What follows belongs to an exercise in optimizing a design on an open flow for a short achievable clock period and few clock cycles; a production flow would make more cautious choices. In this exercise RTL edits were held to simulation tests only and were not proved equivalent to the original. No driver is modelled on the clock port, so clocking that relies on it looks cheaper here than on a real chip. Power and IR drop assume default switching activity.

$ cat design/flow/design.v
`default_nettype none
package soc_pkg;
   typedef struct packed {
      logic                   cyc;
      logic                   stb;
      logic                   we;
      logic [32-1:0] adr;
      logic [4-1:0]  sel;
      logic [32-1:0] dat;
   } wb_req_t;
   typedef struct packed {
      logic                   ack;
      logic                   err;
      logic [32-1:0] dat;
   } wb_rsp_t;
   typedef enum logic [1:0] {
      ARB_IDLE = 2'd0,
      ARB_CPU  = 2'd1,
      ARB_DBG  = 2'd2
   } arb_state_e;
   typedef enum logic [1:0] {
      SEL_SRAM = 2'd0,
      SEL_GPIO = 2'd1,
      SEL_NONE = 2'd2
   } slave_sel_e;
endpackage
`default_nettype wire
`timescale 1ns/10ps
`default_nettype none
module soc_fabric_top (
   input  logic               wb_clk_i,
   input  logic               rst_n_i,
   input  soc_pkg::wb_req_t            cpu_req_i,
   output soc_pkg::wb_rsp_t            cpu_rsp_o,
   input  soc_pkg::wb_req_t            dbg_req_i,
   output soc_pkg::wb_rsp_t            dbg_rsp_o,
   input  logic [32-1:0] gpio_in_i,
   output logic [32-1:0] gpio_out_o,
   output logic [32-1:0] gpio_oe_o
);
   localparam int unsigned DEPTH = 1 << 8;
   logic [1:0]                         req_cyc;
   logic [1:0]                         req_we;
   logic [1:0][32-1:0]        req_adr;
   logic [1:0][4-1:0]         req_sel;
   logic [1:0][32-1:0]        req_dat;
   assign req_cyc = {dbg_req_i.cyc && dbg_req_i.stb, cpu_req_i.cyc && cpu_req_i.stb};
   assign req_we  = {dbg_req_i.we,  cpu_req_i.we};
   assign req_adr = {dbg_req_i.adr, cpu_req_i.adr};
   assign req_sel = {dbg_req_i.sel, cpu_req_i.sel};
   assign req_dat = {dbg_req_i.dat, cpu_req_i.dat};
   logic [DEPTH-1:0][32-1:0] mem_q;
   logic [1:0]                        ack_q;
   logic [1:0]                        err_q;
   logic [1:0][32-1:0]       rdata_q;
   logic [32-1:0]                in_meta_q;
   logic [32-1:0]                in_sync_q;
   logic [32-1:0]                out_q;
   logic [32-1:0]                oe_q;
   logic [1:0]                        first;
   logic [1:0]                        is_sram;
   logic [1:0]                        is_gpio;
   logic [1:0]                        ofs_in;
   logic [1:0]                        ofs_out;
   logic [1:0]                        ofs_oe;
   logic [1:0]                        ok;
   logic [1:0]                        wr_sram;
   logic [1:0]                        hold;
   logic [1:0]                        wr_out;
   logic [1:0]                        wr_oe;
   logic [1:0][8-1:0]    word_idx;
   logic [1:0][32-1:0]       rdata_d;
   assign hold[0] = 1'b0;
   assign hold[1] = first[0] && req_we[0] && is_sram[0] && req_we[1] && is_sram[1];
   for (genvar p = 0; p < 2; p++) begin : g_port
      assign first[p]    = req_cyc[p] && !(ack_q[p] || err_q[p]);
      assign is_sram[p]  = req_adr[p][32-1 -: 4] == 4'hE;
      assign is_gpio[p]  = req_adr[p][32-1 -: 4] == 4'h4;
      assign ofs_in[p]   = req_adr[p][7:0] == 8'h00;
      assign ofs_out[p]  = req_adr[p][7:0] == 8'h04;
      assign ofs_oe[p]   = req_adr[p][7:0] == 8'h08;
      assign ok[p]       = is_sram[p] ||
                           (is_gpio[p] && (ofs_out[p] || ofs_oe[p] || (ofs_in[p] && !req_we[p])));
      assign wr_sram[p]  = first[p] && req_we[p] && is_sram[p] && !hold[p];
      assign wr_out[p]   = first[p] && req_we[p] && is_gpio[p] && ofs_out[p];
      assign wr_oe[p]    = first[p] && req_we[p] && is_gpio[p] && ofs_oe[p];
      assign word_idx[p] = req_adr[p][8+1:2];
      always_comb begin
         if (is_sram[p]) begin
            rdata_d[p] = mem_q[word_idx[p]];
         end else if (ofs_in[p]) begin
            rdata_d[p] = in_sync_q;
         end else if (ofs_out[p]) begin
            rdata_d[p] = out_q;
         end else if (ofs_oe[p]) begin
            rdata_d[p] = oe_q;
         end else begin
            rdata_d[p] = '0;
         end
      end
      always_ff @(posedge wb_clk_i) begin
         rdata_q[p] <= rdata_d[p];
      end
      always_ff @(posedge wb_clk_i or negedge rst_n_i) begin
         if (!rst_n_i) begin
            ack_q[p] <= 1'b0;
            err_q[p] <= 1'b0;
         end else begin
            ack_q[p] <= first[p] && ok[p] && !hold[p];
            err_q[p] <= first[p] && !ok[p];
         end
      end
   end
   logic                      wr_any;
   logic [8-1:0] wr_idx;
   logic [4-1:0]     wr_sel;
   logic [32-1:0]    wr_dat;
   assign wr_any = wr_sram[0] || wr_sram[1];
   assign wr_idx = wr_sram[0] ? word_idx[0] : word_idx[1];
   assign wr_sel = wr_sram[0] ? req_sel[0]  : req_sel[1];
   assign wr_dat = wr_sram[0] ? req_dat[0]  : req_dat[1];
   for (genvar w = 0; w < DEPTH; w++) begin : g_word
      logic hit;
      assign hit = wr_any && wr_idx == w;
      for (genvar b = 0; b < 4; b++) begin : g_lane
         always_ff @(posedge wb_clk_i) begin
            if (hit && wr_sel[b]) begin
               mem_q[w][8*b +: 8] <= wr_dat[8*b +: 8];
            end
         end
      end
   end
   always_ff @(posedge wb_clk_i or negedge rst_n_i) begin
      if (!rst_n_i) begin
         in_meta_q <= '0;
         in_sync_q <= '0;
      end else begin
         in_meta_q <= gpio_in_i;
         in_sync_q <= in_meta_q;
      end
   end
   for (genvar b = 0; b < 4; b++) begin : g_gpio_lane
      always_ff @(posedge wb_clk_i or negedge rst_n_i) begin
         if (!rst_n_i) begin
            out_q[8*b +: 8] <= '0;
            oe_q[8*b +: 8]  <= '0;
         end else begin
            if (wr_out[0] && req_sel[0][b]) begin
               out_q[8*b +: 8] <= req_dat[0][8*b +: 8];
            end else if (wr_out[1] && req_sel[1][b]) begin
               out_q[8*b +: 8] <= req_dat[1][8*b +: 8];
            end
            if (wr_oe[0] && req_sel[0][b]) begin
               oe_q[8*b +: 8] <= req_dat[0][8*b +: 8];
            end else if (wr_oe[1] && req_sel[1][b]) begin
               oe_q[8*b +: 8] <= req_dat[1][8*b +: 8];
            end
         end
      end
   end
   assign cpu_rsp_o  = {ack_q[0], err_q[0], rdata_q[0]};
   assign dbg_rsp_o  = {ack_q[1], err_q[1], rdata_q[1]};
   assign gpio_out_o = out_q;
   assign gpio_oe_o  = oe_q;
endmodule
`default_nettype wire
`timescale 1ns/10ps
`default_nettype none
module soc_fabric (
   input  logic                   wb_clk_i,
   input  logic                   rst_n_i,
   input  logic                   cpu_cyc_i,
   input  logic                   cpu_stb_i,
   input  logic                   cpu_we_i,
   input  logic [32-1:0] cpu_adr_i,
   input  logic [4-1:0]  cpu_sel_i,
   input  logic [32-1:0] cpu_dat_i,
   output logic                   cpu_ack_o,
   output logic                   cpu_err_o,
   output logic [32-1:0] cpu_dat_o,
   input  logic                   dbg_cyc_i,
   input  logic                   dbg_stb_i,
   input  logic                   dbg_we_i,
   input  logic [32-1:0] dbg_adr_i,
   input  logic [4-1:0]  dbg_sel_i,
   input  logic [32-1:0] dbg_dat_i,
   output logic                   dbg_ack_o,
   output logic                   dbg_err_o,
   output logic [32-1:0] dbg_dat_o,
   input  logic [32-1:0]     gpio_in_i,
   output logic [32-1:0]     gpio_out_o,
   output logic [32-1:0]     gpio_oe_o
);
   soc_pkg::wb_req_t cpu_req;
   soc_pkg::wb_rsp_t cpu_rsp;
   soc_pkg::wb_req_t dbg_req;
   soc_pkg::wb_rsp_t dbg_rsp;
   assign cpu_req = {cpu_cyc_i, cpu_stb_i, cpu_we_i, cpu_adr_i, cpu_sel_i, cpu_dat_i};
   assign dbg_req = {dbg_cyc_i, dbg_stb_i, dbg_we_i, dbg_adr_i, dbg_sel_i, dbg_dat_i};
   assign {cpu_ack_o, cpu_err_o, cpu_dat_o} = cpu_rsp;
   assign {dbg_ack_o, dbg_err_o, dbg_dat_o} = dbg_rsp;
   soc_fabric_top u_top (
      .wb_clk_i   (wb_clk_i),
      .rst_n_i    (rst_n_i),
      .cpu_req_i  (cpu_req),
      .cpu_rsp_o  (cpu_rsp),
      .dbg_req_i  (dbg_req),
      .dbg_rsp_o  (dbg_rsp),
      .gpio_in_i  (gpio_in_i),
      .gpio_out_o (gpio_out_o),
      .gpio_oe_o  (gpio_oe_o)
   );
endmodule
`default_nettype wire
$ cat design/flow/run.sh
#!/bin/bash
# synth_recipe.tcl (not shown) runs the flow's synth.tcl, then flattens the netlist and writes it again
# the make line also repeats each setting of config.mk as NAME=value (left out here)
make -C /OpenROAD-flow-scripts/flow DESIGN_CONFIG=/design/flow/config.mk WORK_HOME=/design/flow/orfs CLKGATE_MAP_FILE= SYNTH_SCRIPT=/design/flow/synth_recipe.tcl finish
$ cat design/flow/config.mk
export PLATFORM = sky130hd
export DESIGN_NAME = soc_fabric
export DESIGN_NICKNAME = soc_fabric
export VERILOG_FILES = /design/flow/design.v
export SDC_FILE = /design/flow/constraint.sdc
export NUM_CORES = 8
export LEC_CHECK = 0
export CAP_MARGIN = 20
export CORE_MARGIN = 2
export CORE_UTILIZATION = 50
export PLACE_DENSITY = 0.65
export SETUP_SLACK_MARGIN = 2.5
export SLEW_MARGIN = 20
export SYNTH_MEMORY_MAX_BITS = 16384
export TNS_END_PERCENT = 10
$ cat design/flow/constraint.sdc
create_clock -name core_clock -period 6.0 [get_ports {wb_clk_i}]
set_input_delay 1.2000 -clock core_clock [delete_from_list [all_inputs] [get_ports {wb_clk_i}]]
set_output_delay 1.2000 -clock core_clock [all_outputs]
set_load 0.01 [all_outputs]
==> notes.md, run 1 <==
Post-Synthesis Cells: 19,435
clk slew on worst S/H paths: 0.06 ns
GR Util All Layers: 34.8%
DRT Pass-1 Iters: 14
ratio of cells with drive above 1 in the final layout: 39.4%
Critical Path Source: dbg_adr_i[8]
worst r2r src: u_top.ack_q[0]$_DFF_PN0_
FF+latch area: 251,000 sq um
Worst Setup End Kind: flip-flop
r2r endpoint: u_top.mem_q[5662]$_DFFE_PP_
Max clock buf depth: 4
FF-to-FF path depth: 11
die area: 790,000 sq um
final net count: 21,005
slew margin rel.: 5.67%
final setup fails: 0
share of the synthesized area in the top cell type: 62.9%
grt total ovfl: 0
hpwl dp: 918,000 um
leakage: 143 nW
mapped cell area: 391,000 sq um
setup repair after global routing missed its margin: yes
vias per cell: 7.30
Hold Crit Class: input port to async pin
fmax: 0.234 GHz
Layout area overhead: 15.6%
final hold violations: 0
first-pass GRT wire length: 1,880,000 um
CTS tree: built
Synth Flop Type: edfxtp_1
Final Skew: 0.0615 ns
Critical Path Sink: u_top.rdata_q[55]$_DFF_P_
depth of the CTS H-tree: 6
maximum number of pins on one net before global-route repair: 177
Synth Net Count: 19,611
Die X: 889 um
combined area of the multi-input logic cells: 137,000 sq um
worst path arrival time: 5.40 ns
CP required: 7.13 ns
Wirelength per Cell: 43.8 um
Num CTS Buffers: 849
routed wire length: 1,410,000 um
crit-path max FO: 15
Final ANT Viol Nets: 0
peak supply drop: 0.331 mV
Initial Util: 50.2%
detailed-route via count: 235,764
FF+latch count, synth: 8,388
setup TNS: 0 ns
Synth Warn #: 1
I/O Buffers: 271
Die Ht: 889 um
num ports: 308
Post-synth top cells: edfxtp_1, mux4_2, nor2_1, mux2i_1, clkbuf_1
Avg Synthesized Cell Area: 20.1 sq um
Distinct cells, synth: 76
drt first-iter violations: 42,623
crit start category: input port
FFs w/ async S/R, synth: 1.57%
max-capacitance violation count: 0
crit path time final: 4.27 ns
Synth area leaders: edfxtp_1, mux4_2, mux2i_1, nor2_1, dfrtp_1
GP Congestion: 0.935
most frequent cell after synthesis: edfxtp_1
post-route clock period utilization: 71.1%
Post-DP Area: 418,000 sq um
largest area contributor in the netlist: edfxtp_1
residual DRC count: 0
Fill cells: 56,860
Skew-Pair Late Insertion Delay: 1.25 ns
slew at the pin with the worst max-slew slack: 1.41 ns
met2 global-route usage: 51.3%
busiest layer in global routing: met2
hold_buf cts: 0
Root Driver: clkbuf_16
clock tree sinks: 8,388
core footprint: 779,000 sq um
sequential area share after synthesis: 64.0%
reg2reg setup slack: 2.29 ns
met1 Use GR: 45.9%
row cnt: 324
critical path class: input port to flip-flop
run status: finished clean
Final Max Tran Viols: 0
number of synthesized flops with an enable pin: 8,192
GR Util met3: 11.3%
Util after Layout: 58.1%
initial antenna violation count: 164
number of global-route vias before repair: 226,304
pwr/cell area: 289 nW/um^2
design area: 452,000 sq um
sequential cells by signal (all words and copies together) (netlist names):
register	cells
u_top.out_q	32
u_top.oe_q	32
u_top.err_q	2
u_top.rdata_q	64
u_top.in_meta_q	32
u_top.mem_q	8192
u_top.ack_q	2
u_top.in_sync_q	32
cell type report:
class,count,area share (%)
Clock inverter,536,1.23
Inverter,19,0.0268
Clock buffer,1036,4.97
Timing Repair Buffer,2187,4.97
Antenna cell,316,0.175
Sequential cell,8388,55.4
Multi-Input combinational cell,9384,30.3
Tap cell,10432,2.89
per-layer routing:
metal | vias up | routed length, um
li1 | 87529 | -
met2 | 19285 | 635000
met3 | 3422 | 204000
met1 | 125442 | 478000
met5 | - | 811
met4 | 86 | 95700
power by group:
part	internal (mW)	switching [mW]	total, mW
logic	4.47	7.13	11.6
clock network	31.2	23.3	54.5
registers	64.4	0.0645	64.4
worst max-delay path, stage by stage:
cell	delay, ns
buf_6	0.18
inv_6	0.47
buf_4	0.71
nand2_1	0.90
buf_4	0.48
nor3_1	0.82
nor3_1	0.18
nand3_1	0.23
cell usage in the layout, fill, tap and decap left out, drive strengths merged, types with 30 or more instances in the layout:
cell type         n
edfxtp         8192
o22ai           143
clkbuf         1056
nor3             77
clkdlybuf4s50   246
nand3           137
mux2             44
nor2b            67
buf            1906
dfrtp           132
o31ai            56
a31oi            42
a22oi            91
inv              42
a221oi          223
a221o            62
o21ai           274
a211oi           66
nand2           542
dfxtp            64
mux4           4486
mux2i          1158
clkinv          365
a21oi           300
nand2b           30
clkinvlp         40
bufinv          108
diode           316
o221ai           99
nor2           1205
kinds of logic after synthesis:
| kind of cell | synth area share [%] |
|---|---|
| flip-flops | 64.0 |
| multiplexers | 28.9 |
| AND/OR/NAND/NOR | 2.28 |
| buffers and inverters | 2.04 |
| AO/OA/AOI/OAI | 2.73 |
how the worst min path moves through the flow:
stage / from / end / slack (ns) / cells past startpoint
floorplan: u_top.in_meta_q[0]$_DFF_PN0_ / u_top.in_sync_q[0]$_DFF_PN0_ / 0.33 / 0
global route: rst_n_i / u_top.out_q[5]$_DFFE_PN0P_ / 0.11 / 1
detailed placement: u_top.in_meta_q[30]$_DFF_PN0_ / u_top.in_sync_q[30]$_DFF_PN0_ / 0.34 / 0
CTS: rst_n_i / u_top.oe_q[1]$_DFFE_PN0P_ / 0.05 / 1
finish: rst_n_i / u_top.out_q[5]$_DFFE_PN0P_ / 0.04 / 1
global placement: u_top.in_meta_q[1]$_DFF_PN0_ / u_top.in_sync_q[1]$_DFF_PN0_ / 0.34 / 0
through the flow:
step | hold slack [ns] | cells | setup WS, ns | power (mW)
floorplan | 0.331 | 19435 | 1.91 | 72.1
global placement | 0.335 | 30237 | 0.0774 | 76.7
detailed placement | 0.336 | 30241 | 0.171 | 76.7
CTS | 0.0493 | 31843 | 2.20 | 130
global route | 0.112 | 32205 | 2.20 | 133
finish | 0.0430 | 32298 | 1.73 | 131
timing repair:
item | 4_1_cts | 5_1_grt
gates resized for setup | 547 | 331
setup endpoints to repair | 6983 | 8090
buffers inserted | 22 | 117
pin swaps | 10 | 39
cloned | 8 | 20
Testbench counts, summed over its fixed seeds: cycles 9,600.
==> run 2, diff against run 1 <==
--- a/design/flow/design.v
+++ b/design/flow/design.v
@@ -29,2 +29,49 @@
 `default_nettype none
+module sram_aoi22 #(
+   parameter int unsigned W = 1
+) (
+   input  logic [W-1:0] a1,
+   input  logic [W-1:0] a2,
+   input  logic [W-1:0] b1,
+   input  logic [W-1:0] b2,
+   output logic [W-1:0] y
+);
+   assign y = ~((a1 & a2) | (b1 & b2));
+endmodule
+module sram_ao22 #(
+   parameter int unsigned W = 1
+) (
+   input  logic [W-1:0] a1,
+   input  logic [W-1:0] a2,
+   input  logic [W-1:0] b1,
+   input  logic [W-1:0] b2,
+   output logic [W-1:0] y
+);
+   assign y = (a1 & a2) | (b1 & b2);
+endmodule
+module sram_nand4 #(
+   parameter int unsigned W = 1
+) (
+   input  logic [W-1:0] a,
+   input  logic [W-1:0] b,
+   input  logic [W-1:0] c,
+   input  logic [W-1:0] d,
+   output logic [W-1:0] y
+);
+   assign y = ~(a & b & c & d);
+endmodule
+module sram_nor4 #(
+   parameter int unsigned W = 1
+) (
+   input  logic [W-1:0] a,
+   input  logic [W-1:0] b,
+   input  logic [W-1:0] c,
+   input  logic [W-1:0] d,
+   output logic [W-1:0] y
+);
+   assign y = ~(a | b | c | d);
+endmodule
+`default_nettype wire
+`timescale 1ns/10ps
+`default_nettype none
 module soc_fabric_top (
@@ -41,2 +88,3 @@
    localparam int unsigned DEPTH = 1 << 8;
+   localparam int unsigned DW    = 32;
    logic [1:0]                         req_cyc;
@@ -45,3 +93,3 @@
    logic [1:0][4-1:0]         req_sel;
-   logic [1:0][32-1:0]        req_dat;
+   logic [1:0][DW-1:0]                 req_dat;
    assign req_cyc = {dbg_req_i.cyc && dbg_req_i.stb, cpu_req_i.cyc && cpu_req_i.stb};
@@ -51,6 +99,6 @@
    assign req_dat = {dbg_req_i.dat, cpu_req_i.dat};
-   logic [DEPTH-1:0][32-1:0] mem_q;
+   logic [DEPTH-1:0][DW-1:0]          mem_q;
    logic [1:0]                        ack_q;
    logic [1:0]                        err_q;
-   logic [1:0][32-1:0]       rdata_q;
+   logic [1:0][DW-1:0]                rdata_q;
    logic [32-1:0]                in_meta_q;
@@ -71,3 +119,7 @@
    logic [1:0][8-1:0]    word_idx;
-   logic [1:0][32-1:0]       rdata_d;
+   logic [1:0][DW-1:0]                rdata_d;
+   logic [1:0][DEPTH/2-1:0][DW-1:0]   l1_n;
+   logic [1:0][DEPTH/8-1:0][DW-1:0]   l2;
+   logic [1:0][DEPTH/32-1:0][DW-1:0]  l3_n;
+   logic [1:0][1:0][DW-1:0]           l4;
    assign hold[0] = 1'b0;
@@ -87,15 +139,34 @@
       assign word_idx[p] = req_adr[p][8+1:2];
-      always_comb begin
-         if (is_sram[p]) begin
-            rdata_d[p] = mem_q[word_idx[p]];
-         end else if (ofs_in[p]) begin
-            rdata_d[p] = in_sync_q;
-         end else if (ofs_out[p]) begin
-            rdata_d[p] = out_q;
-         end else if (ofs_oe[p]) begin
-            rdata_d[p] = oe_q;
-         end else begin
-            rdata_d[p] = '0;
-         end
-      end
+      logic [15:0]      pre_lo;
+      logic [15:0]      pre_hi;
+      logic [DEPTH-1:0] rsel;
+      logic [DW-1:0]    gpio_rd;
+      for (genvar i = 0; i < 16; i++) begin : g_pre
+         assign pre_lo[i] = word_idx[p][3:0] == i;
+         assign pre_hi[i] = is_sram[p] && word_idx[p][7:4] == i;
+      end
+      for (genvar w = 0; w < DEPTH; w++) begin : g_rsel
+         assign rsel[w] = pre_hi[w / 16] && pre_lo[w % 16];
+      end
+      assign gpio_rd = ({DW{is_gpio[p] && ofs_in[p]}}  & in_sync_q)
+                     | ({DW{is_gpio[p] && ofs_out[p]}} & out_q)
+                     | ({DW{is_gpio[p] && ofs_oe[p]}}  & oe_q);
+      for (genvar i = 0; i < DEPTH / 2; i++) begin : g_l1
+         sram_aoi22 #(.W(DW)) u_g (.a1({DW{rsel[2*i]}}),   .a2(mem_q[2*i]),
+                                   .b1({DW{rsel[2*i+1]}}), .b2(mem_q[2*i+1]),
+                                   .y (l1_n[p][i]));
+      end
+      for (genvar i = 0; i < DEPTH / 8; i++) begin : g_l2
+         sram_nand4 #(.W(DW)) u_g (.a(l1_n[p][4*i]), .b(l1_n[p][4*i+1]), .c(l1_n[p][4*i+2]), .d(l1_n[p][4*i+3]),
+                                   .y(l2[p][i]));
+      end
+      for (genvar i = 0; i < DEPTH / 32; i++) begin : g_l3
+         sram_nor4 #(.W(DW)) u_g (.a(l2[p][4*i]), .b(l2[p][4*i+1]), .c(l2[p][4*i+2]), .d(l2[p][4*i+3]),
+                                  .y(l3_n[p][i]));
+      end
+      for (genvar i = 0; i < 2; i++) begin : g_l4
+         sram_nand4 #(.W(DW)) u_g (.a(l3_n[p][4*i]), .b(l3_n[p][4*i+1]), .c(l3_n[p][4*i+2]), .d(l3_n[p][4*i+3]),
+                                   .y(l4[p][i]));
+      end
+      assign rdata_d[p] = l4[p][0] | l4[p][1] | gpio_rd;
       always_ff @(posedge wb_clk_i) begin
@@ -113,16 +184,25 @@
    end
-   logic                      wr_any;
-   logic [8-1:0] wr_idx;
-   logic [4-1:0]     wr_sel;
-   logic [32-1:0]    wr_dat;
-   assign wr_any = wr_sram[0] || wr_sram[1];
-   assign wr_idx = wr_sram[0] ? word_idx[0] : word_idx[1];
-   assign wr_sel = wr_sram[0] ? req_sel[0]  : req_sel[1];
-   assign wr_dat = wr_sram[0] ? req_dat[0]  : req_dat[1];
+   logic [1:0][4-1:0][15:0]  wlo;
+   logic [1:0][15:0]                  whi;
+   logic [DW-1:0]                     wr_dat;
+   for (genvar p = 0; p < 2; p++) begin : g_wdec
+      for (genvar i = 0; i < 16; i++) begin : g_i
+         assign whi[p][i] = word_idx[p][7:4] == i;
+         for (genvar b = 0; b < 4; b++) begin : g_b
+            assign wlo[p][b][i] = wr_sram[p] && req_sel[p][b] && word_idx[p][3:0] == i;
+         end
+      end
+   end
+   assign wr_dat = wr_sram[0] ? req_dat[0] : req_dat[1];
    for (genvar w = 0; w < DEPTH; w++) begin : g_word
-      logic hit;
-      assign hit = wr_any && wr_idx == w;
+      logic [4-1:0] wen;
+      sram_ao22 #(.W(4)) u_wen (
+         .a1({4{whi[0][w / 16]}}),
+         .a2({wlo[0][3][w % 16], wlo[0][2][w % 16], wlo[0][1][w % 16], wlo[0][0][w % 16]}),
+         .b1({4{whi[1][w / 16]}}),
+         .b2({wlo[1][3][w % 16], wlo[1][2][w % 16], wlo[1][1][w % 16], wlo[1][0][w % 16]}),
+         .y (wen));
       for (genvar b = 0; b < 4; b++) begin : g_lane
          always_ff @(posedge wb_clk_i) begin
-            if (hit && wr_sel[b]) begin
+            if (wen[b]) begin
                mem_q[w][8*b +: 8] <= wr_dat[8*b +: 8];
--- a/design/flow/config.mk
+++ b/design/flow/config.mk
@@ -13,3 +13,5 @@
 export SLEW_MARGIN = 20
+export SYNTH_HIERARCHICAL = 1
 export SYNTH_MEMORY_MAX_BITS = 16384
+export SYNTH_MINIMUM_KEEP_SIZE = 0
 export TNS_END_PERCENT = 10
==> run 2 against run 1 <==
The layout now fails its checks (antenna rules). Total power down 6.4%. Cell area up 8.0%. Clock power about the same. Setup slack better by 0.12 ns.
==> notes.md, run 2 <==
Post-Synthesis Cells: 21,877
Largest regs: u_top.mem_q x8192, u_top.rdata_q x64
residual DRC count: 0
drt first-iter violations: 54,032
Die Ht: 887 um
Largest register FFs: 8,192
met2 WL: 794,000 um
CP max stage delay: 0.77 ns
WHS Endpoint: u_top.in_sync_q[24]$_DFF_PN0_
share of the synthesized area in the top cell type: 63.2%
Worst Setup End Kind: flip-flop
slew at the pin with the worst max-slew slack: 1.40 ns
first-pass GRT wire length: 2,540,000 um
setup repair after global routing missed its margin: yes
clk slew on worst S/H paths: 0.06 ns
Synth Warn #: 7
DRT Pass-1 Iters: 12
hold depth: 0
Reg with most FFs: u_top.mem_q
fmax: 0.241 GHz
SO Viols: antenna rules
Synth Net Count: 22,053
Wirelength per Cell: 51.1 um
Crit-path slowest cell: a22o_1
number of synthesized flops with an enable pin: 8,192
Hold Crit Class: flip-flop to flip-flop
peak supply drop: 0.373 mV
Synth Flop Type: edfxtp_1
FFs w/ async S/R, synth: 1.57%
run status: complete, but fails checks
FF+latch area: 251,000 sq um
CP required: 6.89 ns
Final Max Tran Viols: 0
core footprint: 778,000 sq um
clock tree sinks: 8,388
initial antenna violation count: 267
worst path arrival time: 5.03 ns
Post-DP Area: 434,000 sq um
largest area contributor in the netlist: edfxtp_1
most used cell along the critical path: buf_4
pwr/cell area: 250 nW/um^2
row cnt: 324
Skew-Pair Late Insertion Delay: 1.29 ns
FF-to-FF path depth: 8
metal3 WL: 324,000 um
FF+latch count, synth: 8,388
Fill cells: 55,480
post-route clock period utilization: 69.1%
HP Start: u_top.in_meta_q[24]$_DFF_PN0_
combined area of the multi-input logic cells: 147,000 sq um
Max clock buf depth: 4
I/O Buffers: 271
GR Util All Layers: 48.3%
most frequent cells in the layout: a22oi_2, edfxtp_1, buf_4
crit start category: flip-flop
Post-synth top cells: a22oi_2, edfxtp_1, nand4_1, a22o_1, nor2_1
worst r2r src: u_top.ack_q[0]$_DFF_PN0_
grt total ovfl: 0
final hold violations: 0
r2r endpoint: u_top.mem_q[5374]$_DFFE_PP_
routed wire length: 1,990,000 um
design area: 489,000 sq um
maximum number of pins on one net before global-route repair: 131
num ports: 308
critical-path cell list: and4bb_1 -> and3_4 -> buf_12 -> nand2_1 -> buf_4 -> nor2_4 -> buf_4 -> a22o_1
Initial Util: 50.1%
Die X: 887 um
Final Skew: 0.0546 ns
Distinct cells, synth: 42
leakage: 144 nW
Util after Layout: 62.8%
Layout area overhead: 25.4%
Root Driver: clkbuf_16
crit-path max FO: 16
sequential area share after synthesis: 64.3%
final setup fails: 0
DR top layer: met5
Final ANT Viol Nets: 9
max-capacitance violation count: 0
depth of the CTS H-tree: 6
number of global-route vias before repair: 275,172
CTS tree: built
Synth area leaders: edfxtp_1, a22oi_2, nand4_1, a22o_1, nor4_2
total power: 122 mW
vias per cell: 7.91
critical path class: flip-flop to flip-flop
Num CTS Buffers: 885
crit path time final: 4.15 ns
GP Congestion: 1.10
Avg Synthesized Cell Area: 17.8 sq um
final net count: 27,367
slew margin rel.: 5.94%
die area: 786,000 sq um
ratio of cells with drive above 1 in the final layout: 54.5%
reg2reg setup slack: 1.85 ns
hpwl dp: 1,330,000 um
mapped cell area: 390,000 sq um
detailed-route via count: 307,374
Met1 Routed Length: 647,000 um
run 2: layout make-up:
type / instances / share of cell area, %
Inverter: 5 / 0.00384
Clock buffer: 1124 / 4.80
Sequential cell: 8388 / 51.3
Tap cell: 10269 / 2.63
Timing Repair Buffer: 4528 / 9.87
Clock inverter: 510 / 0.916
Multi-Input combinational cell: 13383 / 30.2
Antenna cell: 628 / 0.322
run 2: worst max-delay path, delay by kind of cell, from the launching register on:
family          cells  cell delay, ns
simple gates        4            1.15
compound gates      1            0.77
buf+inv             3            1.30
flops               1            0.38
run 2: cells by family (layout without fill, tap and decap cells):
family | count (synthesis) | in the layout | share of synthesized area (%)
compound gates | 9479 | 9479 | 29.1
flops | 8388 | 8388 | 64.3
simple gates | 3814 | 3904 | 6.40
buf+inv | 196 | 6167 | 0.204
other cells | 0 | 628 | 0
run 2: power by group:
group | total [mW] | internal [mW] | switching, mW
registers | 64.4 | 64.4 | 0.0474
logic | 3.21 | 0.700 | 2.51
clock network | 54.5 | 30.4 | 24.1
run 2: worst max-delay path by stage:
stage	start	end	slack, ns	cells after the start
after floorplan	cpu_cyc_i	u_top.mem_q[1023]$_DFFE_PP_	1.90	5
final	u_top.ack_q[0]$_DFF_PN0_	u_top.mem_q[5374]$_DFFE_PP_	1.85	8
after global routing	cpu_adr_i[30]	u_top.rdata_q[22]$_DFF_P_	2.06	21
after CTS	u_top.err_q[1]$_DFF_PN0_	u_top.mem_q[6347]$_DFFE_PP_	2.07	8
after global placement	cpu_adr_i[2]	u_top.rdata_q[22]$_DFF_P_	-0.70	17
after detailed placement	cpu_adr_i[2]	u_top.rdata_q[22]$_DFF_P_	-0.67	17
run 2: layer usage:
metal / vias to the layer above / global-route usage (%)
met4: 124 / 42.4
li1: 111502 / -
met2: 30866 / 65.1
met5: - / 1.42
met3: 8124 / 25.2
met1: 156758 / 55.6
run 2: through the flow:
stage | setup TNS (ns) | std cells | setup WS, ns | hold WS (ns)
after floorplan | 0 | 21877 | 1.90 | 0.331
after global placement | -2.42 | 34444 | -0.699 | 0.334
after detailed placement | -2.44 | 34481 | -0.672 | 0.336
after CTS | 0 | 37616 | 2.07 | 0.329
after global routing | 0 | 38329 | 2.06 | 0.348
final | 0 | 38835 | 1.85 | 0.342
run 2: timing repair:
| item | in CTS | in global routing |
|---|---|---|
| setup buffers | 1389 | 569 |
| pin swaps | 630 | 218 |
| hold buffers | 1 | 0 |
| resized for setup | 861 | 330 |
| gates cloned | 111 | 18 |
| endpoints found under the hold margin | 5 | 0 |
| endpoints found under the setup margin | 6085 | 7025 |
Testbench counts of run 2, summed over its fixed seeds: cycles 9,600.
==> run 3, diff against run 2 <==
--- a/design/flow/design.v
+++ b/design/flow/design.v
@@ -102,2 +102,3 @@
    logic [1:0]                        err_q;
+   logic [1:0]                        rsp_q;
    logic [1:0][DW-1:0]                rdata_q;
@@ -125,5 +126,5 @@
    assign hold[0] = 1'b0;
-   assign hold[1] = first[0] && req_we[0] && is_sram[0] && req_we[1] && is_sram[1];
+   assign hold[1] = req_cyc[0] && req_we[0] && is_sram[0] && req_we[1] && is_sram[1];
    for (genvar p = 0; p < 2; p++) begin : g_port
-      assign first[p]    = req_cyc[p] && !(ack_q[p] || err_q[p]);
+      assign first[p]    = req_cyc[p] && !rsp_q[p];
       assign is_sram[p]  = req_adr[p][32-1 -: 4] == 4'hE;
@@ -135,3 +136,3 @@
                            (is_gpio[p] && (ofs_out[p] || ofs_oe[p] || (ofs_in[p] && !req_we[p])));
-      assign wr_sram[p]  = first[p] && req_we[p] && is_sram[p] && !hold[p];
+      assign wr_sram[p]  = req_cyc[p] && req_we[p] && is_sram[p] && !hold[p];
       assign wr_out[p]   = first[p] && req_we[p] && is_gpio[p] && ofs_out[p];
@@ -145,3 +146,3 @@
          assign pre_lo[i] = word_idx[p][3:0] == i;
-         assign pre_hi[i] = is_sram[p] && word_idx[p][7:4] == i;
+         assign pre_hi[i] = word_idx[p][7:4] == i;
       end
@@ -150,5 +151,5 @@
       end
-      assign gpio_rd = ({DW{is_gpio[p] && ofs_in[p]}}  & in_sync_q)
-                     | ({DW{is_gpio[p] && ofs_out[p]}} & out_q)
-                     | ({DW{is_gpio[p] && ofs_oe[p]}}  & oe_q);
+      assign gpio_rd = ({DW{ofs_in[p]}}  & in_sync_q)
+                     | ({DW{ofs_out[p]}} & out_q)
+                     | ({DW{ofs_oe[p]}}  & oe_q);
       for (genvar i = 0; i < DEPTH / 2; i++) begin : g_l1
@@ -170,3 +171,3 @@
       end
-      assign rdata_d[p] = l4[p][0] | l4[p][1] | gpio_rd;
+      assign rdata_d[p] = is_gpio[p] ? gpio_rd : (l4[p][0] | l4[p][1]);
       always_ff @(posedge wb_clk_i) begin
@@ -178,2 +179,3 @@
             err_q[p] <= 1'b0;
+            rsp_q[p] <= 1'b0;
          end else begin
@@ -181,2 +183,3 @@
             err_q[p] <= first[p] && !ok[p];
+            rsp_q[p] <= first[p] && !hold[p];
          end
==> design/flow/flow/run.sh (new file) <==
#!/bin/bash
set -euo pipefail
here=$(pwd)

# Standard synthesis, unchanged
bash standard.sh synth > synth.log 2>&1

# The rest of the standard flow with the extra settings
extra="MATCH_CELL_FOOTPRINT=0 \"BUFFER_PORTS_ARGS=-buffer_cell sky130_fd_sc_hd__buf_8\""
extra="$extra POST_FLOORPLAN_TCL=$here/flow/upsize.tcl MAX_REPAIR_ANTENNAS_ITER_DRT=20"
sed "s|\"\\\${@:-finish}\"|$extra \"\${@:-finish}\"|" standard.sh > layout.sh
grep -q POST_FLOORPLAN_TCL layout.sh
for step in floorplan place cts route finish; do
   bash layout.sh "$step" > "layout_$step.log" 2>&1
done
test -s out/final.def
==> design/flow/flow/upsize.tcl (new file) <==
# Upsize the 4-input gates of the wide AND-OR read trees (levels 2 to 4,
# which drive the longer wires) before placement.
set n 0
foreach inst [get_cells *] {
  set r [get_property $inst ref_name]
  switch -- $r {
    sky130_fd_sc_hd__nand4_1 - sky130_fd_sc_hd__nand4_2 { replace_cell $inst sky130_fd_sc_hd__nand4_4; incr n }
    sky130_fd_sc_hd__nor4_1 - sky130_fd_sc_hd__nor4_2 { replace_cell $inst sky130_fd_sc_hd__nor4_4; incr n }
  }
}
puts "upsize.tcl: replaced $n cells"
==> design/flow/standard.sh (new file) <==
#!/bin/bash
# synth_recipe.tcl (not shown) runs the flow's synth.tcl, then flattens the netlist and writes it again
# the make line also repeats each setting of config.mk as NAME=value (left out here)
make -C /OpenROAD-flow-scripts/flow DESIGN_CONFIG=/design/flow/config.mk WORK_HOME=/design/flow/orfs CLKGATE_MAP_FILE= SYNTH_SCRIPT=/design/flow/synth_recipe.tcl "${@:-finish}"
--- a/design/flow/config.mk
+++ b/design/flow/config.mk
@@ -7,3 +7,3 @@
 export LEC_CHECK = 0
-export CAP_MARGIN = 20
+export CAP_MARGIN = 50
 export CORE_MARGIN = 2
@@ -12,3 +12,3 @@
 export SETUP_SLACK_MARGIN = 2.5
-export SLEW_MARGIN = 20
+export SLEW_MARGIN = 80
 export SYNTH_HIERARCHICAL = 1
removed: design/flow/run.sh
==> run 3 against run 2 <==
First-iteration DRC count is 14% lower. Clock-buffer cell count shrank 10. Sequential power barely moved. Worst hold slack worse by 0.31 ns. Setup slack improved by 0.083 ns. Now clean on timing, DRC and antenna. Global-route usage is 1.1 points lower. Final cell count is 2.1% higher. Utilization grew 7.6 points. Largest cell class unchanged.
==> notes.md, run 3 <==
Post-synth top cells: a22oi_2, edfxtp_1, nand4_1, a22o_1, nor2_1
Layout area overhead: 40.5%
detailed-route via count: 300,388
share of the synthesized area in the top cell type: 63.1%
GR Util All Layers: 47.1%
design area: 548,000 sq um
worst r2r src: u_top.mem_q[7947]$_DFFE_PP_
critical path class: input port to flip-flop
Synth Warn #: 7
sequential area share after synthesis: 64.3%
Synth Net Count: 21,981
number of synthesized flops with an enable pin: 8,192
Largest regs: u_top.mem_q x8192, u_top.rdata_q x64
Post-Synthesis Cells: 21,805
Final Max Tran Viols: 0
clock tree sinks: 8,390
mapped cell area: 390,000 sq um
Avg Synthesized Cell Area: 17.9 sq um
final setup fails: 0
max-capacitance violation count: 0
CTS tree: built
Comb pwr share: 6.3%
Crit-path slowest cell: nor3_4
cell-internal power: 97.6 mW
hpwl dp: 1,460,000 um
crit path time final: 4.06 ns
setup repair after global routing missed its margin: yes
num ports: 308
I/O Buffers: 271
GP Congestion: 1.08
final hold violations: 0
Skew-Pair Late Insertion Delay: 1.29 ns
worst path arrival time: 5.21 ns
fraction of power spent switching nets: 23.3%
Die Ht: 887 um
Post-DP Area: 507,000 sq um
Num CTS Buffers: 886
Die X: 887 um
grt total ovfl: 0
ratio of cells with drive above 1 in the final layout: 67.9%
FFs w/ async S/R, synth: 1.60%
Layout Cells excl Fill: 39,643
clk slew on worst S/H paths: 0.07 ns
Critical Path Source: dbg_adr_i[3]
drt first-iter violations: 46,268
first-pass GRT wire length: 2,510,000 um
slew margin rel.: 73.7%
Synth Flop Type: edfxtp_1
Distinct cells, synth: 43
slew at the pin with the worst max-slew slack: 0.395 ns
Switching Power: 29.6 mW
pwr/cell area: 232 nW/um^2
hold depth: 1
peak supply drop: 0.379 mV
die area: 787,000 sq um
total power: 127 mW
largest area contributor in the netlist: edfxtp_1
row cnt: 324
Initial Util: 50.1%
vias per cell: 7.58
run status: finished clean
Max clock buf depth: 4
most frequent cells in the layout: a22oi_2, edfxtp_1, nand4_4
initial antenna violation count: 148
final net count: 28,565
Worst Setup End Kind: flip-flop
cell count after placement: 37,054
Synth area leaders: edfxtp_1, a22oi_2, nand4_1, a22o_1, nor4_2
Wirelength per Cell: 48.3 um
power share of the clock group: 42.8%
most used cell along the critical path: buf_6
CP required: 7.15 ns
fmax: 0.246 GHz
residual DRC count: 0
Final ANT Viol Nets: 0
Sequential Power Share: 50.9%
Root Driver: clkbuf_16
crit-path max FO: 11
crit start category: input port
Hold Crit Class: input port to flip-flop
CP max stage delay: 0.28 ns
FF-to-FF path depth: 13
number of global-route vias before repair: 280,692
Final Skew: 0.0667 ns
Reg with most FFs: u_top.mem_q
maximum number of pins on one net before global-route repair: 66
leakage: 168 nW
DRT Pass-1 Iters: 8
depth of the CTS H-tree: 6
Largest register FFs: 8,192
FF+latch count, synth: 8,390
routed wire length: 1,910,000 um
HP Start: gpio_in_i[7]
core footprint: 778,000 sq um
post-route clock period utilization: 67.7%
[run 3: cell types whose count changed in the layout (fill, tap and decap cells not counted), moves of 391 or more]
| cell | previous run | this run |
|---|---|---|
| buf_8 | 46 | 607 |
| clkbuf_4 | 1 | 482 |
| buf_4 | 2991 | 1440 |
| diode_2 | 628 | 237 |
| a22o_4 | 7 | 543 |
| nand4_1 | 2243 | 0 |
| a22o_1 | 946 | 2 |
| a22o_2 | 71 | 479 |
| buf_2 | 8 | 546 |
| buf_6 | 327 | 722 |
| clkbuf_2 | 5 | 635 |
| nand4_4 | 0 | 2179 |
[run 3: worst max-delay path, delay by kind of cell]
family          cells  cell delay (ns)
buf+inv            17             2.52
simple gates        7             1.14
compound gates      2             0.24
[run 3: metrics by stage]
step / util (%) / setup TNS (ns) / setup WS, ns / hold WS (ns)
3_3_place_gp: 59.6 / -0.173 / -0.0852 / 0.331
6_report: 70.5 / 0 / 1.94 / 0.0353
5_1_grt: 70.4 / 0 / 2.09 / 0.0407
3_5_place_dp: 65.2 / -0.671 / -0.197 / 0.335
2_1_floorplan: - / 0 / 1.63 / 0.331
4_1_cts: 69.8 / 0 / 2.32 / 0.00380
[run 3: cells by family after synthesis]
| kind of cell | synth area share [%] |
|---|---|
| buffers and inverters | 0.254 |
| DFF | 64.3 |
| muxes | 0.0924 |
| and+or+nand+nor | 6.04 |
| AOI/OAI and AO/OA | 29.3 |
[run 3: per-layer routing]
layer	up-vias	part of all wire (%)	GRT usage, %
li1	113256	-	-
met3	4743	17	26.8
met2	24830	40	62.3
met5	-	0.18	3.02
met4	134	7.2	27.0
met1	157425	36	59.8
[run 3: path summary, 6_finish.rpt]
check | to | slack (ns)
worst min-delay path | u_top.in_meta_q[7]$_DFF_PN0_ | 0.04
worst min register to register | u_top.in_sync_q[0]$_DFF_PN0_ | 0.34
max in group asynchronous | u_top.out_q[5]$_DFFE_PN0P_ | 4.46
worst max register to register | u_top.rdata_q[11]$_DFF_P_ | 2.99
min in group asynchronous | u_top.in_sync_q[23]$_DFF_PN0_ | 0.38
worst max-delay path | u_top.rdata_q[36]$_DFF_P_ | 1.94
[run 3: layout make-up]
class,instances,area [sq um]
antenna,237,593
clock buffer,1114,23300
clock inverter,522,4520
fill,48466,230000
inverter,36,367
multi-input combinational,13171,188000
sequential,8390,251000
tap,10269,12800
timing repair buffer,5904,67800
[run 3: power groups by stage]
| stage | clock, mW | sequential (mW) | combinational [mW] |
|---|---|---|---|
| 5_1_grt | 56.5 | 64.7 | 7.90 |
| 3_5_place_dp | 0 | 65.9 | 7.07 |
| 4_1_cts | 54.3 | 64.7 | 7.44 |
| 6_report | 54.4 | 64.7 | 8.04 |
| 2_1_floorplan | 0 | 65.9 | 1.51 |
| 3_3_place_gp | 0 | 65.9 | 5.75 |
[run 3: what timing repair did]
item                                    in CTS  in global routing
hold endpoints to repair                    28                  0
endpoints found under the setup margin      64                 64
gates resized for setup                   1703                347
pin swaps                                  478                201
hold buffers                                 9                  0
setup buffers                              427                143
gates cloned                                16                  3
Testbench counts of run 3, summed over its fixed seeds: cycles 9,608.
==> run 4, diff against run 3 <==
--- a/design/flow/design.v
+++ b/design/flow/design.v
@@ -29,2 +29,11 @@
 `default_nettype none
+module sram_and2 #(
+   parameter int unsigned W = 1
+) (
+   input  logic [W-1:0] a,
+   input  logic [W-1:0] b,
+   output logic [W-1:0] y
+);
+   assign y = a & b;
+endmodule
 module sram_aoi22 #(
@@ -115,4 +124,6 @@
    logic [1:0]                        ok;
+   logic [1:0]                        sram_wr;
    logic [1:0]                        wr_sram;
    logic [1:0]                        hold;
+   logic [1:0]                        wack;
    logic [1:0]                        wr_out;
@@ -121,2 +132,3 @@
    logic [1:0][DW-1:0]                rdata_d;
+   logic [1:0][4-1:0][DEPTH-1:0] rsel;
    logic [1:0][DEPTH/2-1:0][DW-1:0]   l1_n;
@@ -126,3 +138,3 @@
    assign hold[0] = 1'b0;
-   assign hold[1] = req_cyc[0] && req_we[0] && is_sram[0] && req_we[1] && is_sram[1];
+   assign hold[1] = sram_wr[0] && sram_wr[1];
    for (genvar p = 0; p < 2; p++) begin : g_port
@@ -136,3 +148,5 @@
                            (is_gpio[p] && (ofs_out[p] || ofs_oe[p] || (ofs_in[p] && !req_we[p])));
-      assign wr_sram[p]  = req_cyc[p] && req_we[p] && is_sram[p] && !hold[p];
+      assign sram_wr[p]  = req_cyc[p] && req_we[p] && is_sram[p];
+      assign wr_sram[p]  = sram_wr[p] && !hold[p];
+      assign wack[p]     = wr_sram[p];
       assign wr_out[p]   = first[p] && req_we[p] && is_gpio[p] && ofs_out[p];
@@ -142,3 +156,4 @@
       logic [15:0]      pre_hi;
-      logic [DEPTH-1:0] rsel;
+      logic [DEPTH-1:0] pre_lo_w;
+      logic [DEPTH-1:0] pre_hi_w;
       logic [DW-1:0]    gpio_rd;
@@ -148,4 +163,8 @@
       end
-      for (genvar w = 0; w < DEPTH; w++) begin : g_rsel
-         assign rsel[w] = pre_hi[w / 16] && pre_lo[w % 16];
+      for (genvar w = 0; w < DEPTH; w++) begin : g_prew
+         assign pre_lo_w[w] = pre_lo[w % 16];
+         assign pre_hi_w[w] = pre_hi[w / 16];
+      end
+      for (genvar k = 0; k < 4; k++) begin : g_rsel
+         sram_and2 #(.W(DEPTH)) u_g (.a(pre_hi_w), .b(pre_lo_w), .y(rsel[p][k]));
       end
@@ -155,4 +174,8 @@
       for (genvar i = 0; i < DEPTH / 2; i++) begin : g_l1
-         sram_aoi22 #(.W(DW)) u_g (.a1({DW{rsel[2*i]}}),   .a2(mem_q[2*i]),
-                                   .b1({DW{rsel[2*i+1]}}), .b2(mem_q[2*i+1]),
+         sram_aoi22 #(.W(DW)) u_g (.a1({{8{rsel[p][3][2*i]}},   {8{rsel[p][2][2*i]}},
+                                         {8{rsel[p][1][2*i]}},   {8{rsel[p][0][2*i]}}}),
+                                   .a2(mem_q[2*i]),
+                                   .b1({{8{rsel[p][3][2*i+1]}}, {8{rsel[p][2][2*i+1]}},
+                                         {8{rsel[p][1][2*i+1]}}, {8{rsel[p][0][2*i+1]}}}),
+                                   .b2(mem_q[2*i+1]),
                                    .y (l1_n[p][i]));
@@ -171,3 +194,10 @@
       end
-      assign rdata_d[p] = is_gpio[p] ? gpio_rd : (l4[p][0] | l4[p][1]);
+      logic                  byp_word;
+      logic [4-1:0] byp;
+      logic [DW-1:0]         byp_mask;
+      assign byp_word = wr_sram[1-p] && word_idx[p] == word_idx[1-p];
+      assign byp      = {4{byp_word}} & req_sel[1-p];
+      assign byp_mask = {{8{byp[3]}}, {8{byp[2]}}, {8{byp[1]}}, {8{byp[0]}}};
+      assign rdata_d[p] = is_gpio[p] ? gpio_rd
+                        : ((byp_mask & req_dat[1-p]) | (~byp_mask & (l4[p][0] | l4[p][1])));
       always_ff @(posedge wb_clk_i) begin
@@ -181,5 +211,5 @@
          end else begin
-            ack_q[p] <= first[p] && ok[p] && !hold[p];
+            ack_q[p] <= first[p] && ok[p] && !sram_wr[p];
             err_q[p] <= first[p] && !ok[p];
-            rsp_q[p] <= first[p] && !hold[p];
+            rsp_q[p] <= first[p] && !sram_wr[p];
          end
@@ -243,4 +273,4 @@
    end
-   assign cpu_rsp_o  = {ack_q[0], err_q[0], rdata_q[0]};
-   assign dbg_rsp_o  = {ack_q[1], err_q[1], rdata_q[1]};
+   assign cpu_rsp_o  = {ack_q[0] || wack[0], err_q[0], rdata_q[0]};
+   assign dbg_rsp_o  = {ack_q[1] || wack[1], err_q[1], rdata_q[1]};
    assign gpio_out_o = out_q;
==> run 4 against run 3 <==
Final cell count is 1.7% lower. Largest power group unchanged. Critical path depth is 9 lower. Cell area is 3.3% lower. Clock-buffer cell count is 60 lower. Clock skew is 0.014 ns lower. Still clean. Global-route usage is 7.8 points lower. Sequential share of layout area is 1.5 points higher. Total power is 1.2% higher. Clock power is 4.0% higher. Maximum frequency is 5.8% higher.
==> notes.md, run 4 <==
run status: finished clean
Synth area leaders: edfxtp_1, a22oi_2, nand4_1, and2_1, a22o_1
leakage: 158 nW
vias per cell: 7.32
Final ANT Viol Nets: 0
clock tree sinks: 8,390
Wirelength per Cell: 42.4 um
row cnt: 328
total power: 129 mW
setup repair after global routing missed its margin: yes
xor/xnor cell area share of the yosys netlist: 0.0175%
first-pass GRT wire length: 2,240,000 um
Final Skew: 0.0527 ns
detailed-route via count: 285,540
Initial Util: 50.2%
peak supply drop: 0.337 mV
share of the synthesized area in the top cell type: 61.4%
sequential area share after synthesis: 62.5%
Avg Synthesized Cell Area: 17.2 sq um
residual DRC count: 0
pwr/cell area: 243 nW/um^2
r2r endpoint: u_top.rdata_q[3]$_DFF_P_
most frequent cells in the layout: a22oi_2, edfxtp_1, nand4_4
Num CTS Buffers: 885
Final Max Tran Viols: 0
die area: 809,000 sq um
GP Congestion: 0.982
routed wire length: 1,650,000 um
final setup fails: 0
worst r2r src: u_top.mem_q[8131]$_DFFE_PP_
Worst Setup End Kind: flip-flop
Root Driver: clkbuf_16
CTS tree: built
drt first-iter violations: 40,376
busiest layer in global routing: met2
Synth Net Count: 23,436
Largest register FFs: 8,192
mux contribution to synthesized area: 0.330%
Synth Warn #: 7
Critical Path Source: dbg_adr_i[7]
CP required: 7.08 ns
num ports: 308
Synth Area in Adders: 0%
Critical Path Sink: u_top.rdata_q[32]$_DFF_P_
Post-Synthesis Cells: 23,260
core footprint: 798,000 sq um
fmax: 0.260 GHz
maximum number of pins on one net before global-route repair: 57
max-capacitance violation count: 0
Post-synth top cells: a22oi_2, edfxtp_1, nand4_1, and2_1, a22o_1
number of synthesized flops with an enable pin: 8,192
GR Util All Layers: 39.3%
Largest regs: u_top.mem_q x8192, u_top.rdata_q x64
DRT Pass-1 Iters: 9
FF+latch count, synth: 8,390
hpwl dp: 1,220,000 um
largest family of logic cells by synthesized area: compound AO/OA/AOI/OAI gates
largest area contributor in the netlist: edfxtp_1
mapped cell area: 401,000 sq um
Synth Flop Type: edfxtp_1
clk slew on worst S/H paths: 0.06 ns
Die Ht: 899 um
depth of the CTS H-tree: 6
worst path arrival time: 4.92 ns
worst setup margin: 2.16 ns
setup TNS: 0 ns
crit-path max FO: 32
Hold Crit Class: input port to flip-flop
slew margin rel.: 73.6%
Compound-Gate Fraction of Synth Area: 28.2%
I/O Buffers: 271
Distinct cells, synth: 54
post-place setup slack: 0.393 ns
FFs w/ async S/R, synth: 1.60%
area share of and/or/nand/nor cells after synthesis: 8.75%
Max clock buf depth: 4
post-route clock period utilization: 64.0%
final net count: 27,601
grt total ovfl: 0
number of global-route vias before repair: 274,830
met1 Use GR: 53.5%
ratio of cells with drive above 1 in the final layout: 66.7%
Layout area overhead: 32.2%
critical path class: input port to flip-flop
FF-to-FF path depth: 13
Fill cells: 52,516
crit path time final: 3.84 ns
WHS: 0.0526 ns
Die X: 899 um
met2 global-route usage: 57.5%
crit start category: input port
slew at the pin with the worst max-slew slack: 0.396 ns
initial antenna violation count: 194
reg2reg setup slack: 2.98 ns
Reg with most FFs: u_top.mem_q
final hold violations: 0
GR Util met3: 11.0%
Skew-Pair Late Insertion Delay: 1.25 ns
## run 4: cell types whose count changed after synthesis, sizes merged, moves of 36 or more
cell / delta
a211oi: +36
nor2: -432
a32oi: -64
a2bb2oi: -128
and2: +2051
a222oi: +64
a22oi: -65
clkbuf: -159
mux2i: +96
## run 4: what timing repair did
| action | 4_1_cts | 5_1_grt |
|---|---|---|
| hold buffers | 2 | 0 |
| endpoints found under the setup margin | 66 | 66 |
| endpoints found under the hold margin | 37 | 0 |
| buffers inserted | 217 | 79 |
| resized for setup | 637 | 235 |
| pin swaps | 342 | 201 |
| gates cloned | 12 | 6 |
## run 4: power breakdown
group	switching [mW]	internal [mW]	total, mW
Sequential	0.126	64.4	64.6
Combinational	4.77	2.81	7.58
Clock	23.9	32.7	56.6
Total	28.8	100	129
## run 4: layout make-up
cell class              count  area, sq um  area share, %
well taps               10560        13200           2.49
diodes                    232          581          0.110
multi-input cells       14755       194000           36.7
clock inverters           598         6100           1.15
repair inverters            1         20.0        0.00378
clock buffers            1054        23500           4.43
flip-flops and latches   8390       251000           47.3
inverters                  32          865          0.163
repair buffers           3360        40500           7.64
## run 4: worst min path at each step
stage          cells after the start  slack, ns                       endpoint                          start
2_1_floorplan                      0       0.33   u_top.in_sync_q[0]$_DFF_PN0_   u_top.in_meta_q[0]$_DFF_PN0_
3_3_place_gp                       0       0.33  u_top.in_sync_q[25]$_DFF_PN0_  u_top.in_meta_q[25]$_DFF_PN0_
3_5_place_dp                       0       0.33  u_top.in_sync_q[20]$_DFF_PN0_  u_top.in_meta_q[20]$_DFF_PN0_
4_1_cts                            1     0.0008  u_top.in_meta_q[20]$_DFF_PN0_                  gpio_in_i[20]
5_1_grt                            1       0.06  u_top.in_meta_q[31]$_DFF_PN0_                  gpio_in_i[31]
6_report                           1       0.05  u_top.in_meta_q[31]$_DFF_PN0_                  gpio_in_i[31]
## run 4: logic make-up (layout without fill, tap and decap cells)
kind of cell,Yosys count,in the layout
buffers and inverters,115,5045
other,0,232
multiplexers,128,128
flip-flops,8390,8390
AND/OR/NAND/NOR,5172,5172
AO/OA/AOI/OAI,9447,9447
XOR/XNOR,8,8
## run 4: critical path, stage by stage
cell and delay (ns):
buf_8 0.21, nand2b_4 0.22, buf_4 0.18, nor2_4 0.08
buf_12 0.16, buf_12 0.16, and2_2 0.34, a22oi_2 0.31
nand4_4 0.18, nor4_4 0.35, clkbuf_2 0.20, dlymetal6s2s_1 0.17
nand4_4 0.22, or2_4 0.37, buf_16 0.18, mux2i_4 0.16
o21ai_1 0.07
## run 4: metrics by stage
step,area (sq um),util [%],instances
after global placement,465000,58.3,34737
after CTS,526000,65.9,38448
after detailed placement,493000,61.8,36565
final,530000,66.4,38982
after floorplan,401000,-,23260
after global routing,529000,66.3,38811
## run 4: layer usage
layer | share of wire [%] | vias up
met3 | 12 | 3711
li1 | - | 112691
met5 | 0.026 | -
met4 | 6.3 | 58
met1 | 38 | 149756
met2 | 43 | 19324
Testbench counts of run 4, summed over its fixed seeds: cycles 8,326.
==> run 5, diff against run 4 <==
--- a/design/flow/design.v
+++ b/design/flow/design.v
@@ -38,2 +38,31 @@
 endmodule
+module sram_o21ai #(
+   parameter int unsigned W = 1
+) (
+   input  logic [W-1:0] a1,
+   input  logic [W-1:0] a2,
+   input  logic [W-1:0] b1,
+   output logic [W-1:0] y
+);
+   assign y = ~((a1 | a2) & b1);
+endmodule
+module sram_o21bai #(
+   parameter int unsigned W = 1
+) (
+   input  logic [W-1:0] a1,
+   input  logic [W-1:0] a2,
+   input  logic [W-1:0] b1_n,
+   output logic [W-1:0] y
+);
+   assign y = ~((a1 | a2) & ~b1_n);
+endmodule
+module sram_nand2 #(
+   parameter int unsigned W = 1
+) (
+   input  logic [W-1:0] a,
+   input  logic [W-1:0] b,
+   output logic [W-1:0] y
+);
+   assign y = ~(a & b);
+endmodule
 module sram_aoi22 #(
@@ -138,3 +167,3 @@
    assign hold[0] = 1'b0;
-   assign hold[1] = sram_wr[0] && sram_wr[1];
+   assign hold[1] = req_cyc[0] && req_we[0];
    for (genvar p = 0; p < 2; p++) begin : g_port
@@ -200,4 +229,9 @@
       assign byp_mask = {{8{byp[3]}}, {8{byp[2]}}, {8{byp[1]}}, {8{byp[0]}}};
-      assign rdata_d[p] = is_gpio[p] ? gpio_rd
-                        : ((byp_mask & req_dat[1-p]) | (~byp_mask & (l4[p][0] | l4[p][1])));
+      logic [DW-1:0] keep;
+      logic [DW-1:0] other_n;
+      logic [DW-1:0] tree_n;
+      assign keep    = ~byp_mask & {DW{!is_gpio[p]}};
+      assign other_n = ~(is_gpio[p] ? gpio_rd : (byp_mask & req_dat[1-p]));
+      sram_o21ai #(.W(DW)) u_tree (.a1(l4[p][0]), .a2(l4[p][1]), .b1(keep), .y(tree_n));
+      sram_nand2 #(.W(DW)) u_rd (.a(tree_n), .b(other_n), .y(rdata_d[p]));
       always_ff @(posedge wb_clk_i) begin
@@ -228,3 +262,3 @@
    end
-   assign wr_dat = wr_sram[0] ? req_dat[0] : req_dat[1];
+   assign wr_dat = hold[1] ? req_dat[0] : req_dat[1];
    for (genvar w = 0; w < DEPTH; w++) begin : g_word
@@ -273,4 +307,14 @@
    end
-   assign cpu_rsp_o  = {ack_q[0] || wack[0], err_q[0], rdata_q[0]};
-   assign dbg_rsp_o  = {ack_q[1] || wack[1], err_q[1], rdata_q[1]};
+   logic [1:0] ack;
+   logic [1:0] page_n;
+   logic [1:0] wreq_n;
+   logic       hold_n;
+   assign page_n[0] = !is_sram[0];
+   assign page_n[1] = !is_sram[1];
+   sram_nand2 #(.W(1)) u_hold_n (.a(req_cyc[0]), .b(req_we[0]), .y(hold_n));
+   assign wreq_n[0] = !(req_cyc[0] && req_we[0]);
+   assign wreq_n[1] = !(req_cyc[1] && req_we[1] && hold_n);
+   sram_o21bai #(.W(2)) u_ack (.a1(page_n), .a2(wreq_n), .b1_n(ack_q), .y(ack));
+   assign cpu_rsp_o  = {ack[0], err_q[0], rdata_q[0]};
+   assign dbg_rsp_o  = {ack[1], err_q[1], rdata_q[1]};
    assign gpio_out_o = out_q;
--- a/design/flow/flow/run.sh
+++ b/design/flow/flow/run.sh
@@ -3,2 +3,3 @@
 here=$(pwd)
+f=$here/flow
 
@@ -9,5 +10,9 @@
 extra="MATCH_CELL_FOOTPRINT=0 \"BUFFER_PORTS_ARGS=-buffer_cell sky130_fd_sc_hd__buf_8\""
-extra="$extra POST_FLOORPLAN_TCL=$here/flow/upsize.tcl MAX_REPAIR_ANTENNAS_ITER_DRT=20"
+extra="$extra POST_FLOORPLAN_TCL=$f/floorplan.tcl PRE_IO_PLACEMENT_TCL=$f/pins.tcl POST_CTS_TCL=$f/cts.tcl"
+for s in GLOBAL_PLACE RESIZE DETAIL_PLACE CTS GLOBAL_ROUTE REPAIR_TIMING_POST_PLACE; do
+   extra="$extra PRE_${s}_TCL=$f/dontuse.tcl"
+done
+extra="$extra MAX_REPAIR_ANTENNAS_ITER_DRT=20"
 sed "s|\"\\\${@:-finish}\"|$extra \"\${@:-finish}\"|" standard.sh > layout.sh
-grep -q POST_FLOORPLAN_TCL layout.sh
+grep -q POST_CTS_TCL layout.sh
 for step in floorplan place cts route finish; do
==> design/flow/flow/cts.tcl (new file) <==
# After CTS and its timing repair: replace the small repeaters that the
# design repair left on long wires by stronger buffers, then legalize.
set n 0
foreach i [get_cells wire*] {
  set r [get_property $i ref_name]
  if {[lsearch {sky130_fd_sc_hd__dlymetal6s2s_1 sky130_fd_sc_hd__clkbuf_2 sky130_fd_sc_hd__buf_2 sky130_fd_sc_hd__clkbuf_1 sky130_fd_sc_hd__buf_1 sky130_fd_sc_hd__buf_4 sky130_fd_sc_hd__clkbuf_4} $r] >= 0} {
    replace_cell $i sky130_fd_sc_hd__buf_6; incr n
  }
}
puts "cts.tcl: resized $n wire buffers"
detailed_placement
check_placement -verbose
==> design/flow/flow/dontuse.tcl (new file) <==
# Keep the optimizer from using delay cells and the weakest buffers as
# buffers (hold fixing keeps its dlygate cells)
set_dont_use [get_lib_cells {sky130_fd_sc_hd__dlymetal6s* sky130_fd_sc_hd__clkdlybuf4s* sky130_fd_sc_hd__clkbuf_1 sky130_fd_sc_hd__clkbuf_2 sky130_fd_sc_hd__buf_1 sky130_fd_sc_hd__buf_2}]
==> design/flow/flow/floorplan.tcl (new file) <==
# After floorplan: upsize the 4-input gates of the wide AND-OR read trees
# (levels 2 to 4, which drive the longer wires) before placement.
source [file join [file dirname [info script]] dontuse.tcl]
set n 0
foreach inst [get_cells *] {
  set r [get_property $inst ref_name]
  switch -- $r {
    sky130_fd_sc_hd__nand4_1 - sky130_fd_sc_hd__nand4_2 { replace_cell $inst sky130_fd_sc_hd__nand4_4; incr n }
    sky130_fd_sc_hd__nor4_1 - sky130_fd_sc_hd__nor4_2 { replace_cell $inst sky130_fd_sc_hd__nor4_4; incr n }
  }
}
puts "floorplan.tcl: upsized $n tree gates"
==> design/flow/flow/pins.tcl (new file) <==
# Before pin placement: keep each port's request control pins and its ack and
# err pins together, since ack follows from them within the cycle.
set grp {}
foreach p {cpu dbg} {
  foreach n {cyc_i stb_i we_i adr_i[31] adr_i[30] adr_i[29] adr_i[28] ack_o err_o} {
    lappend grp ${p}_$n
  }
}
set_io_pin_constraint -group -order -pin_names $grp
removed: design/flow/flow/upsize.tcl
==> run 5 against run 4 <==
Still clean. Non-clock buffer count down 135. Clock-buffer cell count up 8. Final cell count up 0.48%. Utilization up 0.44 points. Critical path depth up 2. Global-route usage up 0.48 points. First-iteration DRC count down 2.0%. Sequential power up 0.6%. Via count up 0.81%. Clock power up 0.9%. Critical endpoint is now u_top.rdata_q[46]$_DFF_P_. Largest cell class unchanged. Largest power group unchanged. Highest routed layer unchanged.
==> notes.md, run 5 <==
setup repair after global routing missed its margin: yes
crit start category: input port
Final ANT Viol Nets: 0
final setup fails: 0
maximum number of pins on one net before global-route repair: 45
Largest register FFs: 8,192
number of global-route vias before repair: 278,048
Largest regs: u_top.mem_q x8192, u_top.rdata_q x64
pwr/cell area: 243 nW/um^2
final hold violations: 0
max-capacitance violation count: 0
first-pass GRT wire length: 2,270,000 um
detailed-route via count: 287,863
Final Skew: 0.0573 ns
peak supply drop: 0.429 mV
Worst Setup End Kind: flip-flop
die area: 811,000 sq um
routed wire length: 1,670,000 um
Synth area leaders: edfxtp_1, a22oi_2, nand4_1, and2_1, a22o_1
post-place setup slack: 0.623 ns
critical-path cell list: buf_8 -> nor2b_4 -> nand2_4 -> clkinv_16 -> buf_16 -> buf_16 -> buf_6 -> buf_16 -> and2_2 -> a22oi_2 -> nand4_4 -> nor4_4 -> dlygate4sd1_1 -> buf_6 -> buf_6 -> buf_6 -> nand4_4 -> o21ai_4 -> nand2_1
Final Max Tran Viols: 0
clock tree sinks: 8,390
WHS: 0.0200 ns
grt total ovfl: 0
residual DRC count: 0
num ports: 308
slew margin rel.: 69.3%
crit-path max FO: 18
mapped cell area: 402,000 sq um
CTS tree: built
leading cell type in the layout, fill and taps excluded: a22oi_2
GP Congestion: 0.980
total power: 130 mW
post-route clock period utilization: 63.1%
CP required: 7.12 ns
GR Util All Layers: 39.8%
Distinct cells, synth: 48
initial antenna violation count: 208
slew at the pin with the worst max-slew slack: 0.460 ns
vias per cell: 7.35
largest area contributor in the netlist: edfxtp_1
hpwl dp: 1,260,000 um
Die Ht: 901 um
Synth Flop Type: edfxtp_1
Reg with most FFs: u_top.mem_q
Initial Util: 50.1%
Post-Synthesis Cells: 23,498
fmax: 0.264 GHz
DRT Pass-1 Iters: 6
FFs w/ async S/R, synth: 1.60%
number of synthesized flops with an enable pin: 8,192
critical path class: input port to flip-flop
share of the synthesized area in the top cell type: 61.2%
final net count: 27,655
Synth Net Count: 23,674
Avg Synthesized Cell Area: 17.1 sq um
sequential area share after synthesis: 62.3%
Post-synth top cells: a22oi_2, edfxtp_1, nand4_1, and2_1, a22o_1
Hold Crit Class: input port to flip-flop
most used cell along the critical path: buf_6
worst setup margin: 2.21 ns
Skew-Pair Late Insertion Delay: 1.30 ns
worst path arrival time: 4.91 ns
I/O Buffers: 271
leakage: 159 nW
Layout area overhead: 33.3%
core footprint: 802,000 sq um
Wirelength per Cell: 42.6 um
Die X: 901 um
clk slew on worst S/H paths: 0.06 ns
CP max stage delay: 0.31 ns
FF+latch count, synth: 8,390
run status: finished clean
most frequent cells in the layout: a22oi_2, edfxtp_1, nand4_4
setup TNS: 0 ns
ratio of cells with drive above 1 in the final layout: 66.1%
crit path time final: 3.79 ns
Synth Warn #: 7
row cnt: 329
drt first-iter violations: 39,572
Crit-path slowest cell: o21ai_4
-- run 5: cell count changes after synthesis, sizes merged, moves of 47 or more --
cell,before,now
nor3b,3,67
mux2i,96,17
a32oi,0,64
a222oi,64,0
mux2,32,79
o21ai,33,129
a41oi,0,64
clkbuf,28,102
a22oi,8192,8239
nand2,41,115
-- run 5: kinds of logic after synthesis --
logic type             share of synthesized area [%]
multiplexers                                   0.264
AND/OR/NAND/NOR                                 8.82
buffers and inverters                          0.179
flip-flops                                      62.3
XOR/XNOR                                      0.0174
AO/OA/AOI/OAI                                   28.4
-- run 5: final cells by class --
type,count,area [sq um]
Clock buffer,1062,23900
Clock inverter,567,5980
Multi-Input combinational cell,14941,196000
Inverter,38,943
Tap cell,10592,13300
Fill cell,52476,266000
Sequential cell,8390,251000
Timing Repair Buffer,3225,44500
Antenna cell,353,883
-- run 5: final timing paths --
kind,start,to,slack (ns),cells after the start
worst max-delay path,dbg_adr_i[5],u_top.rdata_q[46]$_DFF_P_,2.21,19
worst min-delay path,gpio_in_i[19],u_top.in_meta_q[19]$_DFF_PN0_,0.02,1
worst max register to register,u_top.rsp_q[1]$_DFF_PN0_,u_top.oe_q[29]$_DFFE_PN0P_,3.20,11
worst min register to register,u_top.in_meta_q[28]$_DFF_PN0_,u_top.in_sync_q[28]$_DFF_PN0_,0.33,0
max in group asynchronous,rst_n_i,u_top.in_meta_q[28]$_DFF_PN0_,4.60,6
min in group asynchronous,rst_n_i,u_top.in_meta_q[15]$_DFF_PN0_,0.34,2
-- run 5: metal layers --
metal  GRT usage, %  vias up  share of wire [%]
met4           22.4       40                6.4
met1           53.0   150341                 38
met2           58.6    20219                 44
li1               -   113399                  -
met3           11.6     3864                 12
met5         0.0933        -              0.019
-- run 5: per-stage QoR --
stage / instances / utilization (%) / cell area, sq um
finish: 39168 / 66.8 / 536000
global route: 38899 / 66.7 / 535000
detailed placement: 36880 / 62.1 / 498000
global placement: 34853 / 57.9 / 464000
floorplan: 23498 / - / 402000
-- run 5: where the power goes --
part,switching (mW),internal [mW]
sequential,0.231,64.8
clock,23.9,33.2
combinational,5.03,3.08
total,29.2,101
-- run 5: critical path, delay by kind of cell --
kind / cells / cell delay (ns)
AND/OR/NAND/NOR: 7 / 1.27
AO/OA/AOI/OAI: 2 / 0.55
buffers and inverters: 10 / 1.69
Testbench counts of run 5, summed over its fixed seeds: cycles 8,366.

[what the ideal ports hide]
The flow's constraints put no driver on any port. The routed layouts listed below were extracted and timed again, unchanged, in two steps.
Step 1 assumes that a clkbuf_16 drives the clock port and a buf_2 every other input.
Step 2, shift: input delay + t, output delay - t, t = (earliest + latest rising clock arrival at the registers) / 2. This alone moves slack from input paths to output paths.
Slacks: ideal ports / drivers / drivers and shift; pairs: ideal ports / drivers.
run | t, ns | setup slack, ns | hold slack, ns | worst data-port slew with drivers (ns)
run 1 | 1.381 | 1.735 / 1.775 / 0.395 | 0.043 / -0.076 / 0.351 | 0.54
run 2 | 1.450 | 1.852 / 1.852 / 0.427 | 0.342 / 0.194 / 0.342 | 0.54
run 3 | 1.421 | 1.935 / 1.881 / 0.460 | 0.035 / -0.077 / 0.338 | 0.46
run 4 | 1.385 | 2.160 / 1.956 / 0.571 | 0.053 / -0.059 / 0.346 | 0.45
run 5 | 1.444 | 2.213 / 2.120 / 0.677 | 0.020 / -0.091 / 0.332 | 0.91
The setup slack of run 4, which loses most, moves by -0.204 ns with the drivers and by -1.589 ns with both steps.
